From an optimization exercise on the open Yosys and OpenROAD flow, aimed at a short achievable clock period and few clock cycles per item; shortcuts taken in it are not production practice. No driver is modelled on the clock port, so clock power and skew are understated where the tree is cut down; a real chip needs a root buffer or a tree. Power is estimated from default activity; no workload was simulated.

==> inputs of trial 92 <==
// exe_top
module exe_top (
        input  logic                                clk,
        input  logic                                reset_n,
        input  logic                                in_req_i,
        output logic                                in_ack_o,
        input  logic [31:0]                         instr_i,
        input  logic [exe_pkg::XLEN-1:0]            pc_i,
        input  logic [exe_pkg::XLEN-1:0]            rs1_i,
        input  logic [exe_pkg::XLEN-1:0]            rs2_i,
        output logic                                res_req_o,
        input  logic                                res_ack_i,
        output logic [exe_pkg::REG_ADDR_W-1:0]      rd_addr_o,
        output logic                                write_rd_o,
        output logic [exe_pkg::XLEN-1:0]            result_o,
        output logic                                branch_taken_o,
        output logic [exe_pkg::XLEN-1:0]            branch_target_o
);
        localparam int NST = exe_pkg::NCHUNK + 1;    
        logic                   v0;
        logic [NST:1]           v;               
        logic                   ack_n;           
        logic                   req_n;           
        logic                   ack_d;
        logic                   req_d;
        logic                   done;            
        logic [1:0]             q_v;             
        logic                   q_wp;
        logic                   q_rp;
        logic                   q_full;          
        exe_pkg::raw_rec_t      raw_in;
        exe_pkg::raw_rec_t      s0;
        exe_pkg::ex_rec_t       dec_d;           
        exe_pkg::out_rec_t      out_d, out_q;
  ...
Settings: LEC_CHECK=0, ABC_CLOCK_PERIOD_IN_PS=1500, CAP_MARGIN=20, CORE_MARGIN=2, CORE_UTILIZATION=40, SETUP_SLACK_MARGIN=4.7, SLEW_MARGIN=20, TNS_END_PERCENT=100; clock period 7.0 ns.
standard.sh (not shown) runs the stock make flow with config.mk's settings and CLKGATE_MAP_FILE= SYNTH_SCRIPT=/design/flow/synth_recipe.tcl, a recipe that flattens the netlist after the stock synthesis.
==> flow/flow/run.sh <==
#!/bin/bash
# The standard layout (standard.sh: ORFS synthesis to final), except
# that the clock tree comes from flow/ctree.tcl, hooked into ORFS's CTS
# step through PRE_CTS_TCL: the clock port feeds four root buffers, each
# root feeds a group of leaf buffers, each leaf about 22 flip-flops.
# Before that, flow/pull.tcl moves each register that drives an output
# port next to the port's buffer.
# standard.sh's own output goes to standard.log in this folder.
set -euo pipefail
here=$(pwd)
export PRE_CTS_TCL="$here/flow/pre_cts.tcl"
bash standard.sh > "$here/standard.log" 2>&1
==> flow/flow/pre_cts.tcl <==
# Sourced by ORFS's cts.tcl (PRE_CTS_TCL) right after it loads the placed
# design. Moves the registers that drive output ports next to their port
# buffers (flow/pull.tcl), builds a two-level balanced clock tree
# (flow/ctree.tcl) and
# turns the clock_tree_synthesis call that follows into setting the
# clock as propagated, so the rest of cts.tcl (legalisation, timing
# repair) runs as usual on this tree.

source [file join [file dirname [info script]] ctree.tcl]
source [file join [file dirname [info script]] pull.tcl]

set_dont_use $::env(DONT_USE_CELLS)
pull_output_flops
ctree_build clk sky130_fd_sc_hd__clkbuf_16 4 22

proc clock_tree_synthesis { args } {
  puts "clock tree built by flow/ctree.tcl; clock_tree_synthesis $args not run"
  set_propagated_clock [all_clocks]
}
==> flow/flow/pull.tcl <==
# Moves each flip-flop that drives an output port's buffer onto that
# buffer, so the register-to-port wire is short; the detailed placement
# that follows in cts.tcl makes the placement legal again.

proc pull_output_flops {} {
  set block [ord::get_db_block]
  set moved 0
  foreach bt [$block getBTerms] {
    if {[$bt getIoType] ne "OUTPUT"} continue
    set net [$bt getNet]
    if {$net eq "NULL"} continue
    set buf ""
    foreach it [$net getITerms] { if {[$it isOutputSignal]} { set buf [$it getInst] } }
    if {$buf eq ""} continue
    set drv ""
    foreach it [$buf getITerms] {
      if {[$it isInputSignal] && [$it getNet] ne "NULL"} {
        foreach jt [[$it getNet] getITerms] { if {[$jt isOutputSignal]} { set drv [$jt getInst] } }
      }
    }
    if {$drv eq "" || ![string match "sky130_fd_sc_hd__df*" [[$drv getMaster] getName]]} continue
    set loc [$buf getLocation]
    $drv setLocation [lindex $loc 0] [lindex $loc 1]
    incr moved
  }
  puts "pull_output_flops: moved $moved flip-flops to their output buffers"
}
Other scripts of this flow, unchanged in this note and not shown: flow/flow/ctree.tcl
==> inputs of trial 1, as changes to trial 92 <==
--- a/flow/flow/run.sh
+++ b/flow/flow/run.sh
@@ -5,4 +5,2 @@
 # root feeds a group of leaf buffers, each leaf about 22 flip-flops.
-# Before that, flow/pull.tcl moves each register that drives an output
-# port next to the port's buffer.
 # standard.sh's own output goes to standard.log in this folder.
==> flow/flow/pre_cts.tcl (replaced) <==
# Sourced by ORFS's cts.tcl (PRE_CTS_TCL) right after it loads the placed
# design. Builds a two-level balanced clock tree (flow/ctree.tcl) and
# turns the clock_tree_synthesis call that follows into setting the
# clock as propagated, so the rest of cts.tcl (legalisation, timing
# repair) runs as usual on this tree.

source [file join [file dirname [info script]] ctree.tcl]

set_dont_use $::env(DONT_USE_CELLS)
ctree_build clk sky130_fd_sc_hd__clkbuf_16 4 22

proc clock_tree_synthesis { args } {
  puts "clock tree built by flow/ctree.tcl; clock_tree_synthesis $args not run"
  set_propagated_clock [all_clocks]
}
removed: flow/flow/pull.tcl
==> run_results.csv <==
group,metric,value,unit
outcome,outcome,"finished clean",
drt,vias,20300,
critical_path,rr_endpoint,"g_stage[4].u_s.data_o[95]",
sta,post-route-worst-setup-slack,4660,ps
layout,stdcell_count,4022,
layout,multi_input_area_share,20.4,%
power,combinationalPowerShare,33.7,%
[end of results for trial 92]
==> run_results.csv <==
group,metric,value,unit
layout,multi_input_area_share,20.5,%
critical_path,rr_endpoint,"g_stage[4].u_s.data_o[187]",
drt,vias,20200,
layout,reg_top3,"g_stage.u_s.data_o (683), s0 (128)",
outcome,outcome,"finished clean",
sta,post-route-worst-setup-slack,4650,ps
power,combinationalPowerShare,33.4,%
critical_path,crit_family,"flip-flops",
[end of results for trial 1]
No run of this note included a check of the RTL's function; only the layout flow was run. No run of this note takes its clock network from TritonCTS; it comes from the design's own scripts or RTL.

separate check: timing with driven ports:
The results above use ideal ports. As a check the final layouts listed here were re-extracted and re-timed, cells and wires unchanged. Step 1 (the two cells are an assumption about what drives the block):
set clk [get_ports {clk}]
set_driving_cell -lib_cell sky130_fd_sc_hd__clkbuf_16 $clk
set_driving_cell -lib_cell sky130_fd_sc_hd__buf_2 [delete_from_list [all_inputs] $clk]
Step 2 also shifts input and output timing later by t, the mid clock arrival at the registers, as if the neighbouring blocks saw the same clock. a / b / c = ideal / step 1 / step 2; a / b = the first two.
run | shift t [ns] | setup slack, ns | worst setup path after step 2 | worst slew at a driven data input, ns | cell pins on the clock port's net
trial 92 | 0.580 | 4.662 / 4.523 / 4.272 | input to register | 0.08 | 4
trial 1 | 0.584 | 4.646 / 4.504 / 4.271 | input to register | 0.08 | 4
After both steps setup and hold are still met in every run listed. For trial 92, which loses most, drivers alone change the setup slack by -0.139 ns; drivers and shift together by -0.390 ns.
